Background: an optimization exercise with open tools, aiming at small area. Do not read the settings as production practice. Where RTL was checked, it was by simulation tests only, not by an equivalence proof against the original. Power figures rest on the tool's default switching activity, not on a simulated workload.

Setup of v6:
Design tag_mem_arb, start of the top module:
module tag_mem_arb
#(
    parameter int DATA_W     = 16,
    parameter int ADDR_W     = 6,
    parameter int NUM_CH     = 2,
    parameter int LOCK_DEPTH = tag_mem_pkg::DEF_LOCK_DEPTH,
    parameter logic [DATA_W-1:0] INIT_VAL = DATA_W'(tag_mem_pkg::DEF_INIT_VAL),
    localparam int DEPTH     = 2 ** ADDR_W,
    localparam int IDX_W     = tag_mem_pkg::clog2(NUM_CH)
) (
    input  logic                     clk,
    input  logic                     rst,
    input  logic [NUM_CH-1:0]        req_valid,
    output logic [NUM_CH-1:0]        req_ready,
    input  logic [NUM_CH-1:0]        req_we,
    input  logic [NUM_CH*ADDR_W-1:0] req_addr,
    input  logic [NUM_CH*DATA_W-1:0] req_wdata,
    output logic                     rsp_valid,
    output logic [IDX_W-1:0]         rsp_ch,
    output logic [DATA_W-1:0]        rsp_data,
    output logic                     rsp_err,
    input  logic                     i_lock,
    output logic                     o_locked
);
    logic [NUM_CH-1:0] w_grant;
    logic [IDX_W-1:0]  w_idx;
    logic [IDX_W-1:0]  w_ptr;
    logic              w_xfer;
    logic              w_we;
    logic [ADDR_W-1:0] w_addr;
    logic [DATA_W-1:0] w_wdata;
    logic              w_prot;
    logic              w_wr;
    logic [DATA_W-1:0] r_mem [DEPTH];
    logic [DEPTH-1:0]  r_valid;
    logic [ADDR_W-1:0] r_addr;
    logic              r_locked;
    tag_rr_arbiter #(.NUM_CH(NUM_CH)) u_arb (
        .clk       (clk),
        .rst       (rst),
        .i_req     (req_valid),
        .i_advance (w_xfer),
        .o_grant   (w_grant),
        .o_idx     (w_idx),
        .o_ptr     (w_ptr)
    );
    assign req_ready = w_grant;
    assign w_xfer    = |w_grant;
    assign w_we      = req_we[w_idx];
    assign w_addr    = req_addr[w_idx*ADDR_W +: ADDR_W];
    assign w_wdata   = req_wdata[w_idx*DATA_W +: DATA_W];
    assign w_prot    = r_locked && (int'(w_addr) < LOCK_DEPTH);
    assign w_wr      = w_xfer && w_we && !w_prot;
    assign w_wdatan  = ~w_wdata;
    always_ff @(posedge clk or posedge rst) begin
        if (rst) begin
            r_valid   <= '0;
            r_locked  <= 1'b0;
            rsp_valid <= 1'b0;
            rsp_ch    <= '0;
            rsp_err   <= tag_mem_pkg::RSP_OK;
  ...
Size in the first run: ~4,000 cells after synthesis, ~73 I/O pins, about 38,000 um^2 of cells after synthesis.
==> module tag_mem_arb, before the edit <==
module tag_mem_arb
#(
    parameter int DATA_W     = 16,
    parameter int ADDR_W     = 6,
    parameter int NUM_CH     = 2,
    parameter int LOCK_DEPTH = tag_mem_pkg::DEF_LOCK_DEPTH,
    parameter logic [DATA_W-1:0] INIT_VAL = DATA_W'(tag_mem_pkg::DEF_INIT_VAL),
    localparam int DEPTH     = 2 ** ADDR_W,
    localparam int IDX_W     = tag_mem_pkg::clog2(NUM_CH)
) (
    input  logic                     clk,
    input  logic                     rst,
    input  logic [NUM_CH-1:0]        req_valid,
    output logic [NUM_CH-1:0]        req_ready,
    input  logic [NUM_CH-1:0]        req_we,
    input  logic [NUM_CH*ADDR_W-1:0] req_addr,
    input  logic [NUM_CH*DATA_W-1:0] req_wdata,
    output logic                     rsp_valid,
    output logic [IDX_W-1:0]         rsp_ch,
    output logic [DATA_W-1:0]        rsp_data,
    output logic                     rsp_err,
    input  logic                     i_lock,
    output logic                     o_locked
);
    logic [NUM_CH-1:0] w_grant;
    logic [IDX_W-1:0]  w_idx;
    logic [IDX_W-1:0]  w_ptr;
    logic              w_xfer;
    logic              w_we;
    logic [ADDR_W-1:0] w_addr;
    logic [DATA_W-1:0] w_wdata;
    logic              w_prot;
    logic              w_wr;
    logic [DATA_W-1:0] r_mem [DEPTH];
    logic [DEPTH-1:0]  r_valid;
    logic [ADDR_W-1:0] r_addr;
    logic              r_locked;
    tag_rr_arbiter #(.NUM_CH(NUM_CH)) u_arb (
        .clk       (clk),
        .rst       (rst),
        .i_req     (req_valid),
        .i_advance (w_xfer),
        .o_grant   (w_grant),
        .o_idx     (w_idx),
        .o_ptr     (w_ptr)
    );
    assign req_ready = w_grant;
    assign w_xfer    = |w_grant;
    assign w_we      = req_we[w_idx];
    assign w_addr    = req_addr[w_idx*ADDR_W +: ADDR_W];
    assign w_wdata   = req_wdata[w_idx*DATA_W +: DATA_W];
    assign w_prot    = r_locked && (int'(w_addr) < LOCK_DEPTH);
    assign w_wr      = w_xfer && w_we && !w_prot;
    assign w_wdatan  = ~w_wdata;
    always_ff @(posedge clk or posedge rst) begin
        if (rst) begin
            r_valid   <= '0;
            r_locked  <= 1'b0;
            rsp_valid <= 1'b0;
            rsp_ch    <= '0;
            rsp_err   <= tag_mem_pkg::RSP_OK;
        end else begin
            if (i_lock) r_locked <= 1'b1;
            rsp_valid <= w_xfer;
            if (w_xfer) begin
                rsp_ch  <= w_idx;
                rsp_err <= (w_we && w_prot) ? tag_mem_pkg::RSP_ERR : tag_mem_pkg::RSP_OK;
            end
            if (w_wr) r_valid[w_addr] <= 1'b1;
        end
    end
    always_ff @(posedge clk) begin
        if (w_xfer) r_addr <= w_addr;
    end
    logic [DEPTH-1:0] w_wseln;
    logic [DATA_W-1:0] w_wdatan;
    logic [DEPTH-1:0] w_rsel;
    logic [DATA_W-1:0] w_rdata;
    always_comb begin
        for (int i = 0; i < DEPTH; i++) begin
            w_wseln[i] = !(w_wr && (w_addr == ADDR_W'(i)));
            w_rsel[i] = r_valid[i] && (r_addr == ADDR_W'(i));
        end
    end
    logic [DEPTH*DATA_W-1:0] w_q;
    logic [DEPTH*DATA_W-1:0] w_d;
    tag_mem_wmux #(.DATA_W(DATA_W), .DEPTH(DEPTH)) u_wmux (
        .i_seln   (w_wseln),
        .i_wdatan (w_wdatan),
        .i_q     (w_q),
        .o_d     (w_d)
    );
    for (genvar i = 0; i < DEPTH; i++) begin : g_word
        assign w_q[i*DATA_W +: DATA_W] = r_mem[i];
        always_ff @(posedge clk) begin
            r_mem[i] <= w_d[i*DATA_W +: DATA_W];
        end
    end
    tag_mem_rmux #(.DATA_W(DATA_W), .DEPTH(DEPTH)) u_rmux (
        .i_sel  (w_rsel),
        .i_q    (w_q),
        .o_data (w_rdata)
    );
    assign rsp_data = w_rdata | (INIT_VAL & {DATA_W{~|w_rsel}});
    assign o_locked = r_locked;
    logic w_unused;
    assign w_unused = ^w_ptr;
endmodule
==> module tag_mem_wmux, before the edit <==
module tag_mem_wmux
#(
    parameter int DATA_W = 16,
    parameter int DEPTH  = 64
) (
    input  logic [DEPTH-1:0]        i_seln,
    input  logic [DATA_W-1:0]       i_wdatan,
    input  logic [DEPTH*DATA_W-1:0] i_q,
    output logic [DEPTH*DATA_W-1:0] o_d
);
    logic [DEPTH*DATA_W-1:0] w_seln_bits;
    logic [DEPTH*DATA_W-1:0] w_wdatan_bits;
    logic [DEPTH*DATA_W-1:0] w_hold_n;
    for (genvar i = 0; i < DEPTH; i++) begin : g_word
        assign w_seln_bits[i*DATA_W +: DATA_W]   = {DATA_W{i_seln[i]}};
        assign w_wdatan_bits[i*DATA_W +: DATA_W] = i_wdatan;
    end
    tag_mem_nand2 #(.W(DEPTH*DATA_W)) u_hold (
        .i_a (i_q),
        .i_b (w_seln_bits),
        .o_y (w_hold_n)
    );
    tag_mem_o21ai #(.W(DEPTH*DATA_W)) u_next (
        .i_a1 (w_wdatan_bits),
        .i_a2 (w_seln_bits),
        .i_b1 (w_hold_n),
        .o_y  (o_d)
    );
endmodule
==> flow/config.mk <==
export PLATFORM = sky130hd
export DESIGN_NAME = tag_mem_arb
export DESIGN_NICKNAME = tag_mem_arb
export VERILOG_FILES = /design/flow/design.v
export SDC_FILE = /design/flow/constraint.sdc
export NUM_CORES = 4
export LEC_CHECK = 0
export CAP_MARGIN = 20
export CORE_MARGIN = 2
export CORE_UTILIZATION = 40
export CTS_BUF_LIST = sky130_fd_sc_hd__clkbuf_4
export CTS_CLUSTER_DIAMETER = 45
export CTS_CLUSTER_SIZE = 9
export SETUP_SLACK_MARGIN = 0.2
export SLEW_MARGIN = 20
export SYNTH_HIERARCHICAL = 1
==> flow/constraint.sdc <==
create_clock -name core_clock -period 6.0 [get_ports {clk}]
set_input_delay 1.2000 -clock core_clock [delete_from_list [all_inputs] [get_ports {clk}]]
set_output_delay 1.2000 -clock core_clock [all_outputs]
set_load 0.01 [all_outputs]
run.sh (not shown) runs the stock make flow with config.mk's settings and CLKGATE_MAP_FILE= SYNTH_SCRIPT=/design/flow/synth_recipe.tcl, a recipe that flattens the netlist after the stock synthesis.
Relative to v6, the following input files were edited for v7:
diff --git a/flow/design.v b/flow/design.v
--- a/flow/design.v
+++ b/flow/design.v
@@ -105,7 +105,6 @@
     assign w_wdata   = req_wdata[w_idx*DATA_W +: DATA_W];
     assign w_prot    = r_locked && (int'(w_addr) < LOCK_DEPTH);
     assign w_wr      = w_xfer && w_we && !w_prot;
-    assign w_wdatan  = ~w_wdata;
     always_ff @(posedge clk or posedge rst) begin
         if (rst) begin
             r_valid   <= '0;
@@ -126,21 +125,20 @@
     always_ff @(posedge clk) begin
         if (w_xfer) r_addr <= w_addr;
     end
-    logic [DEPTH-1:0] w_wseln;
-    logic [DATA_W-1:0] w_wdatan;
+    logic [DEPTH-1:0] w_wsel;
     logic [DEPTH-1:0] w_rsel;
     logic [DATA_W-1:0] w_rdata;
     always_comb begin
         for (int i = 0; i < DEPTH; i++) begin
-            w_wseln[i] = !(w_wr && (w_addr == ADDR_W'(i)));
+            w_wsel[i] = w_wr && (w_addr == ADDR_W'(i));
             w_rsel[i] = r_valid[i] && (r_addr == ADDR_W'(i));
         end
     end
     logic [DEPTH*DATA_W-1:0] w_q;
     logic [DEPTH*DATA_W-1:0] w_d;
     tag_mem_wmux #(.DATA_W(DATA_W), .DEPTH(DEPTH)) u_wmux (
-        .i_seln   (w_wseln),
-        .i_wdatan (w_wdatan),
+        .i_sel   (w_wsel),
+        .i_wdata (w_wdata),
         .i_q     (w_q),
         .o_d     (w_d)
     );
@@ -165,17 +163,21 @@
     parameter int DATA_W = 16,
     parameter int DEPTH  = 64
 ) (
-    input  logic [DEPTH-1:0]        i_seln,
-    input  logic [DATA_W-1:0]       i_wdatan,
+    input  logic [DEPTH-1:0]        i_sel,
+    input  logic [DATA_W-1:0]       i_wdata,
     input  logic [DEPTH*DATA_W-1:0] i_q,
     output logic [DEPTH*DATA_W-1:0] o_d
 );
+    logic [DEPTH-1:0]        w_seln;
+    logic [DATA_W-1:0]       w_wdatan;
     logic [DEPTH*DATA_W-1:0] w_seln_bits;
     logic [DEPTH*DATA_W-1:0] w_wdatan_bits;
     logic [DEPTH*DATA_W-1:0] w_hold_n;
+    assign w_seln   = ~i_sel;
+    assign w_wdatan = ~i_wdata;
     for (genvar i = 0; i < DEPTH; i++) begin : g_word
-        assign w_seln_bits[i*DATA_W +: DATA_W]   = {DATA_W{i_seln[i]}};
-        assign w_wdatan_bits[i*DATA_W +: DATA_W] = i_wdatan;
+        assign w_seln_bits[i*DATA_W +: DATA_W]   = {DATA_W{w_seln[i]}};
+        assign w_wdatan_bits[i*DATA_W +: DATA_W] = w_wdatan;
     end
     tag_mem_nand2 #(.W(DEPTH*DATA_W)) u_hold (
         .i_a (i_q),
Findings:
The number of nets at the end of the flow number comes out lower for v6 vs v7.
After detailed routing, v6 needs less wire than v7.
On via count, v7 does worse than v6.
The sequential share of layout area of v7 falls short of that of v6 by 0.62 points.
Changes observed in v7 relative to v6: proportion of layout cells with a drive suffix above 1 has increased; setup slack -0.069 ns; number of placed instances, taps included saw an increase.
Clock transition at the register clock pins on the worst setup and hold paths after CTS delta (v7 -> v6): insignificant
Part of the total power dissipated in the clock network: v7 > v6
Looking at timing startpoint of the critical path, the r_addr[2] result is from v7; the r_addr[3] one comes from v6.
Total power: v7 above v6
v7 ends up with a worst setup slack after placement that is 0.51 ns lower than in v6.
Against v6, v7 comes in about 16% higher on non-clock buffer count.
Only the layout flow was run in v7; the RTL was not checked for function there.

-- separate check: timing with driven ports --
Ports are ideal in the flow. The routed layouts listed here were re-timed in OpenROAD.
Step 1 (the two cells are an assumption about what drives the block):
set clk [get_ports {clk}]
set_driving_cell -lib_cell sky130_fd_sc_hd__clkbuf_16 $clk
set_driving_cell -lib_cell sky130_fd_sc_hd__buf_2 [delete_from_list [all_inputs] $clk]
Step 2 also shifts input and output timing later by t, the mid clock arrival at the registers, as if the neighbouring blocks saw the same clock.
a / b / c = ideal ports / drivers / drivers and shift; a / b = the first two.
run	shift t [ns]	slack for setup (ns)	clock arrival spread, ns	worst register clock-pin slew, ns
v6	1.130	0.233 / 0.170 / 0.965	0.115 / 0.115	0.12 / 0.12
v7	1.127	0.164 / 0.099 / 0.795	0.082 / 0.082	0.12 / 0.12
After both steps setup and hold are still met in every run listed.
